Background: an optimization exercise with open tools, aiming at small area, a short achievable clock period and few clock cycles per item. Do not read the settings as production practice. Function was checked by simulation only, so behaviour that the tests miss may differ from the original. Power and IR drop assume default switching activity.

## ex_unit
module ex_unit (
    input  logic               clk,
    input  logic               rst_n,
    input  logic               in_valid,
    output logic               in_ready,
    input  logic [32-1:0]   in_pc,
    input  logic [32-1:0]   in_imm,
    input  logic [32-1:0]   in_rs1_data,
    input  logic [32-1:0]   in_rs2_data,
    input  logic [5-1:0] in_rd_addr,
    input  logic               in_rd_we,
    input  logic [2:0]         in_kind,
    input  logic [3:0]         in_alu_op,
    input  logic [1:0]         in_div_op,
    input  logic [1:0]         in_src1_sel,
    input  logic               in_src2_sel,
    input  logic               in_pred_taken,
    input  logic [32-1:0]   in_pred_pc,
    output logic               out_valid,
    input  logic               out_ready,
    output logic [32-1:0]   out_pc,
    output logic [5-1:0] out_rd_addr,
    output logic               out_rd_we,
    output logic [32-1:0]   out_rd_wdata,
    output logic               out_is_branch,
    output logic               out_taken,
    output logic [32-1:0]   out_target,
    output logic               out_miss,
    output logic [32-1:0]   out_redirect_pc
);
    ex_stage i_stage (
        .clk             (clk),
        .rst_n           (rst_n),
        .in_valid        (in_valid),
        .in_ready        (in_ready),
        .in_pc           (in_pc),
        .in_imm          (in_imm),
        .in_rs1_data     (in_rs1_data),
        .in_rs2_data     (in_rs2_data),
        .in_rd_addr      (in_rd_addr),
        .in_rd_we        (in_rd_we),
        .in_kind         (in_kind),
        .in_alu_op       (in_alu_op),
        .in_div_op       (in_div_op),
        .in_src1_sel     (in_src1_sel),
        .in_src2_sel     (in_src2_sel),
        .in_pred_taken   (in_pred_taken),
        .in_pred_pc      (in_pred_pc),
        .out_valid       (out_valid),
        .out_ready       (out_ready),
        .out_pc          (out_pc),
        .out_rd_addr     (out_rd_addr),
  ...
Size in the first run: ~4,200 cells after synthesis, about 180 flip-flops, ~320 I/O pins, about 27,000 um^2 of cells after synthesis.
Settings: LEC_CHECK=0, ABC_AREA=1, CAP_MARGIN=40, CORE_MARGIN=2, CORE_UTILIZATION=40, PLACE_DENSITY=0.6, SETUP_SLACK_MARGIN=5, SLEW_MARGIN=20, TNS_END_PERCENT=5; clock period 10.0 ns.
standard.sh (not shown) runs the stock make flow with config.mk's settings and CLKGATE_MAP_FILE= SYNTH_SCRIPT=/design/flow/synth_recipe.tcl, a recipe that flattens the netlist after the stock synthesis.
==> flow/flow/run.sh <==
#!/bin/bash
# The standard ORFS layout (standard.sh), with every port buffered by a
# buf_1 instead of the default buffer the ORFS picks for buffer_ports.
# The whole ORFS run's output goes to orfs_flow.log here; ORFS's own per-step
# logs stay under orfs/logs/.
set -euo pipefail
cd "$(dirname "$0")/.."
export BUFFER_PORTS_ARGS="-buffer_cell sky130_fd_sc_hd__buf_1"
bash standard.sh > orfs_flow.log 2>&1
Testbench counts at the start, summed over its fixed seeds: cycles 4,601, items 3,200.
Edit:
--- a/flow/design.v
+++ b/flow/design.v
@@ -254,83 +254,71 @@
     logic [32-1:0]      neg_in;
     logic                  neg_en;
     logic [32-1:0]      neg_or;       
     logic [32-1:0]      neg_out;
     logic [4:0]            lz_r;
     logic [4:0]            lz_d;
     logic                  rem_zero;
     logic                  dsr_zero;
     logic                  early;
-    logic                  dsr_one;
     logic [32:0]        diff_a;
     logic                  ge_a;
     logic [32-1:0]      rem_a;
     logic [32-1:0]      diff_b;
     logic                  ge_b;
     logic [32-1:0]      rem_b;
     assign signed_op = !div_op[0];
     assign a_neg     = signed_op && dividend[32-1];
     assign b_neg     = signed_op && divisor[32-1];
     assign neg_in = (state == S_FIN) ? (want_rem_q ? rem_q : quot_q) : dividend;
-    always_comb begin
-        case (state)
-            S_IDLE:  neg_en = a_neg;
-            S_NORM:  neg_en = neg_q ^ a_neg;
-            default: neg_en = neg_q;
-        endcase
-    end
+    assign neg_en = (state == S_FIN) ? neg_q : ((state == S_IDLE) && a_neg);
     always_comb begin
         logic [32-1:0] o;
         o = {neg_in[32-2:0], 1'b0};
         for (int s = 1; s < 32; s = s * 2) o = o | (o << s);
         neg_or = o;
     end
     assign neg_out = neg_in ^ (neg_or & {32{neg_en}});
     ex_lzc i_lz_r (.x(rem_q), .cnt(lz_r), .zero(rem_zero));
     ex_lzc i_lz_d (.x(dsr_q[32-1:0]), .cnt(lz_d), .zero(dsr_zero));
     assign {ge_a, diff_a} = {1'b1, 1'b0, rem_q} - {1'b0, dsr_q};
     assign rem_a = ge_a ? diff_a[32-1:0] : rem_q;
     assign {ge_b, diff_b} = {1'b1, rem_a} - {1'b0, dsr_q[32:1]};
     assign rem_b = ge_b ? diff_b : rem_a;
     assign early    = dsr_zero || !ge_a;
-    assign dsr_one  = (dsr_q == {{32{1'b0}}, 1'b1});
     assign norm     = (state == S_NORM);
     assign norm_val = dsr_q[32-1:0];
     assign norm_amt = lz_d - lz_r;
-    assign ready  = (state == S_NORM && (early || dsr_one)) || (state == S_FIN);
-    always_comb begin
-        if (state != S_NORM)  result = neg_out;
-        else if (early)       result = want_rem_q ? dividend : {32{dsr_zero}};
-        else                  result = want_rem_q ? '0 : neg_out;
-    end
+    assign ready  = (state == S_NORM && early) || (state == S_FIN);
+    assign result = (state == S_NORM && !want_rem_q) ? {32{dsr_zero}} : neg_out;
     always_ff @(posedge clk) begin
         if (!rst_n) begin
             state <= S_IDLE;
         end else begin
             case (state)
                 S_IDLE:  if (req) state <= S_NORM;
-                S_NORM:  if (!early && !dsr_one) state <= S_ITER;
+                S_NORM:  if (!early) state <= S_ITER;
                          else if (take) state <= S_IDLE;
                 S_ITER:  if (count == 4'd0) state <= S_FIN;
                 default: if (take) state <= S_IDLE;
             endcase
         end
     end
     always_ff @(posedge clk) begin
         case (state)
             S_IDLE: begin
                 rem_q      <= neg_out;
                 dsr_q      <= {1'b0, divisor_mag};
                 want_rem_q <= div_op[1];
                 neg_q      <= div_op[1] ? a_neg : (a_neg ^ b_neg);
             end
             S_NORM: begin
-                if (!early && !dsr_one) begin
+                if (!early) begin
                     dsr_q  <= norm_amt[0] ? {1'b0, sh_left} : {sh_left, 1'b0};
                     count  <= norm_amt[4:1];
                     quot_q <= '0;
                 end
             end
             S_ITER: begin
                 rem_q  <= rem_b;
                 quot_q <= {quot_q[32-3:0], ge_a, ge_b};
                 dsr_q  <= dsr_q >> 2;
@@ -398,19 +386,19 @@
         sum_is = ((a ^ b ^ k) == c);
     endfunction
     ex_add #(.W(32)) i_pc_imm (
         .a    (pc),
         .b    (imm),
         .cin  (1'b0),
         .sum  (pc_imm),
         .cout (pc_imm_co)
     );
-    assign hit_cond = sum_is(pc, imm, pred_pc);
+    assign hit_cond = (pc_imm == pred_pc);
     assign hit_jump = sum_is(operand_a, operand_b, pred_pc);
     assign taken = is_jump || (is_cond && cmp_out);
     assign miss  = is_jump ? (!pred_taken || !hit_jump)
                            : (is_cond && (cmp_out ? (!pred_taken || !hit_cond) : pred_taken));
     function automatic logic [32-1:0] bitrev(input logic [32-1:0] x);
         for (int i = 0; i < 32; i++) bitrev[i] = x[32-1-i];
     endfunction
     assign res_nx = ({32{res_sel[0]}} & sum) |
                     ({32{res_sel[1]}} & sh_res) |
Result: The new run finished clean. Core utilization climbs by 0.86 points. Worst hold slack is worse by 0.014 ns. Setup slack is worse by 0.22 ns. Routed wire length drops by 1.1%. Final area drops by 0.39%. Final cell count climbs by 0.46%. Total power stays flat. Non-clock buffer count climbs by 6. Maximum frequency drops by 4.1%. Area after synthesis drops by 2.3%. Clock power climbs by about 2%.
Testbench counts after the change, summed over its fixed seeds: cycles 4,685, items 3,200.

## static timing again, ports no longer ideal
The results above use ideal ports. As a check the final layouts listed here were re-extracted and re-timed, cells and wires unchanged.
Step 1 sets driving cells, clkbuf_16 on the clock port and buf_2 on the other inputs (assumed; they add their load-dependent delay and slew).
Step 2 times the ports against the registers' clock, not the clock port: input delays grow and output delays shrink by t, the midpoint of the rising clock arrivals with the driver on.
Slacks: ideal / step 1 / step 2; pairs: ideal / step 1.
run | t (ns) | setup WS [ns] | worst hold slack (ns) | latest minus earliest clock arrival (ns) | cell pins on the clock port's net
the first run | 0.573 | 4.840 / 4.775 / 4.329 | 0.553 / 0.553 / 0.553 | 0.027 / 0.027 | 1
the second run | 0.579 | 4.619 / 4.654 / 4.075 | 0.539 / 0.539 / 0.539 | 0.031 / 0.031 | 1
After both steps setup and hold are still met in every run listed. The setup slack of the second run, which loses most, moves by +0.035 ns with the drivers and by -0.544 ns with both steps.
